Source: an optimization exercise on an open RTL-to-GDS flow (aim: small area, a short achievable clock period and few clock cycles per item). Production flows keep margins and buffers that such runs may drop. The RTL was checked by simulation tests, not by an equivalence proof against the original design.

## run 4
// km_mul_pipe
module km_mul_pipe (
    input  logic        clk,
    input  logic        rst,
    input  logic        in_valid,
    output logic        in_ready,
    input  logic        mode,
    input  logic [31:0] in1,
    input  logic [31:0] in2,
    input  logic [3:0]  in_tag,
    output logic        out_valid,
    input  logic        out_ready,
    output logic [3:0]  out_tag,
    output logic [31:0] out_L,
    output logic [31:0] out_H
);
    logic adv;
    logic [3:1] v;
    assign adv = !v[3] || out_ready;
    assign in_ready = adv;
    assign out_valid = v[3];
    always_ff @(posedge clk or posedge rst) begin
        if (rst) v <= '0;
        else if (adv) v <= {v[2:1], in_valid};
    end
    logic b_1;
    logic b_2;
    logic b_3;
    logic b_4;
    logic b_5;
    logic b_6;
    logic b_7;
    logic b_8;
    logic b_9;
    logic b_10;
    logic b_11;
    logic b_12;
    logic b_13;
    logic b_14;
    logic b_15;
    logic b_16;
    logic b_17;
    logic b_18;
    logic b_19;
    logic b_20;
    logic b_21;
    logic b_22;
    logic b_23;
    logic b_24;
    logic b_25;
  ...
export LEC_CHECK = 0
export CAP_MARGIN = 20
export CORE_MARGIN = 2
export CORE_UTILIZATION = 60
export SETUP_SLACK_MARGIN = 3.3
export SLEW_MARGIN = 20
create_clock -name core_clock -period 7.0 [get_ports {clk}]
standard.sh (not shown) runs the stock make flow with config.mk's settings and CLKGATE_MAP_FILE= SYNTH_SCRIPT=/design/flow/synth_recipe.tcl, a recipe that flattens the netlist after the stock synthesis.
==> flow/flow/run.sh <==
#!/bin/bash
# Layout flow: the standard ORFS flow with two changes.
#  1. The port buffers are buf_2 cells instead of the delay buffer buffer_ports picks.
#  2. CTS adds no dummy loads.
#  3. Between synthesis and floorplan, flow/fixinv.py removes inverters between
#     full-adder cells by flipping the polarity of some adders (a full adder is
#     self-dual). Registers and their names are untouched.
# Each tool's output goes to a log file in this folder.
set -euo pipefail
W=$(pwd)
R=$W/orfs/results/$FLOW_PLATFORM/km_mul_pipe/base
PB='BUFFER_PORTS_ARGS=-buffer_cell sky130_fd_sc_hd__buf_2'
CTS='CTS_ARGS=-sink_clustering_enable -repair_clock_nets -dont_use_dummy_load'
bash standard.sh "$PB" synth > "$W/flow_synth.log" 2>&1
cp "$R/1_2_yosys.v" "$W/synth_netlist.v"
python3 flow/fixinv.py "$W/synth_netlist.v" "$W/fixed_netlist.v" > "$W/flow_fixinv.log" 2>&1
cat "$W/flow_fixinv.log"
cp "$W/fixed_netlist.v" "$R/1_2_yosys.v"
rm -f "$R/1_synth.odb" "$R/1_synth.sdc"
bash standard.sh "$PB" "$CTS" finish > "$W/flow_finish.log" 2>&1
Other scripts of this flow, unchanged in this note and not shown: flow/flow/fixinv.py
Run 4: all stages complete, timing, DRC and antenna checks passed
Testbench counts of run 4, summed over its fixed seeds: cycles 8,024, items 8,000.
> inputs changed (run 4 -> run 5)
Settings: swapping 3.3 for 3.2 in SETUP_SLACK_MARGIN; swapping 60 for 55 in CORE_UTILIZATION.
==> flow/flow/run.sh <==
#!/bin/bash
# Layout flow: the standard ORFS flow with two changes.
#  1. The port buffers are buf_2 cells instead of the delay buffer buffer_ports picks.
#  2. Between synthesis and floorplan, flow/fixinv.py removes inverters between
#     full-adder cells by flipping the polarity of some adders (a full adder is
#     self-dual). Registers and their names are untouched.
# Each tool's output goes to a log file in this folder.
set -euo pipefail
W=$(pwd)
R=$W/orfs/results/$FLOW_PLATFORM/km_mul_pipe/base
PB='BUFFER_PORTS_ARGS=-buffer_cell sky130_fd_sc_hd__buf_2'
bash standard.sh "$PB" synth > "$W/flow_synth.log" 2>&1
cp "$R/1_2_yosys.v" "$W/synth_netlist.v"
python3 flow/fixinv.py "$W/synth_netlist.v" "$W/fixed_netlist.v" > "$W/flow_fixinv.log" 2>&1
cat "$W/flow_fixinv.log"
cp "$W/fixed_netlist.v" "$R/1_2_yosys.v"
rm -f "$R/1_synth.odb" "$R/1_synth.sdc"
bash standard.sh "$PB" finish > "$W/flow_finish.log" 2>&1
Results
- Run 5: full flow OK, the timing, DRC and antenna checks passed
- From run 4 to run 5, sequential cell count did not move at all.
- Comparing share of the cycle needed by the critical path after routing for run 4 and run 5, the smaller number came from run 5.
- For sum of routed wire length over all layers, run 4 and run 5 come out practically identical.
- Clock transition at the registers of the reported paths delta (run 5 -> run 4): insignificant
- Per the comparison of run 5 with run 4, starting density of the core has decreased; met2 track demand over resource in global routing lower.
- | non-clock buffer count | run 5 vs run 4 | 91 lower |
- Met3 routing resource usage after global routing (higher): run 4
- Across both runs, number of instances in the placed design was higher for run 5 than for run 4.

-- static timing again, ports no longer ideal --
How much do the figures lean on ideal ports? The routed layouts below were timed once more, with nothing changed but the port constraints.
Step 1 assumes that a clkbuf_16 drives the clock port and a buf_2 every other input.
Step 2 also shifts input and output timing later by t, the mid clock arrival at the registers, as if the neighbouring blocks saw the same clock.
Slacks: no drivers / after step 1 / after step 2; pairs: no drivers / after step 1.
| run | t, ns | setup slack, ns | hold slack, ns | slew at the worst register clock pin (ns) | worst data-port slew with drivers (ns) |
|---|---|---|---|---|---|
| run 4 | 0.633 | 2.971 / 2.971 / 2.971 | 0.419 / 0.419 / 0.419 | 0.06 / 0.06 | 0.03 |
| run 5 | 0.663 | 3.005 / 3.005 / 3.005 | 0.419 / 0.419 / 0.419 | 0.07 / 0.07 | 0.04 |
After both steps every run listed still meets setup and hold.
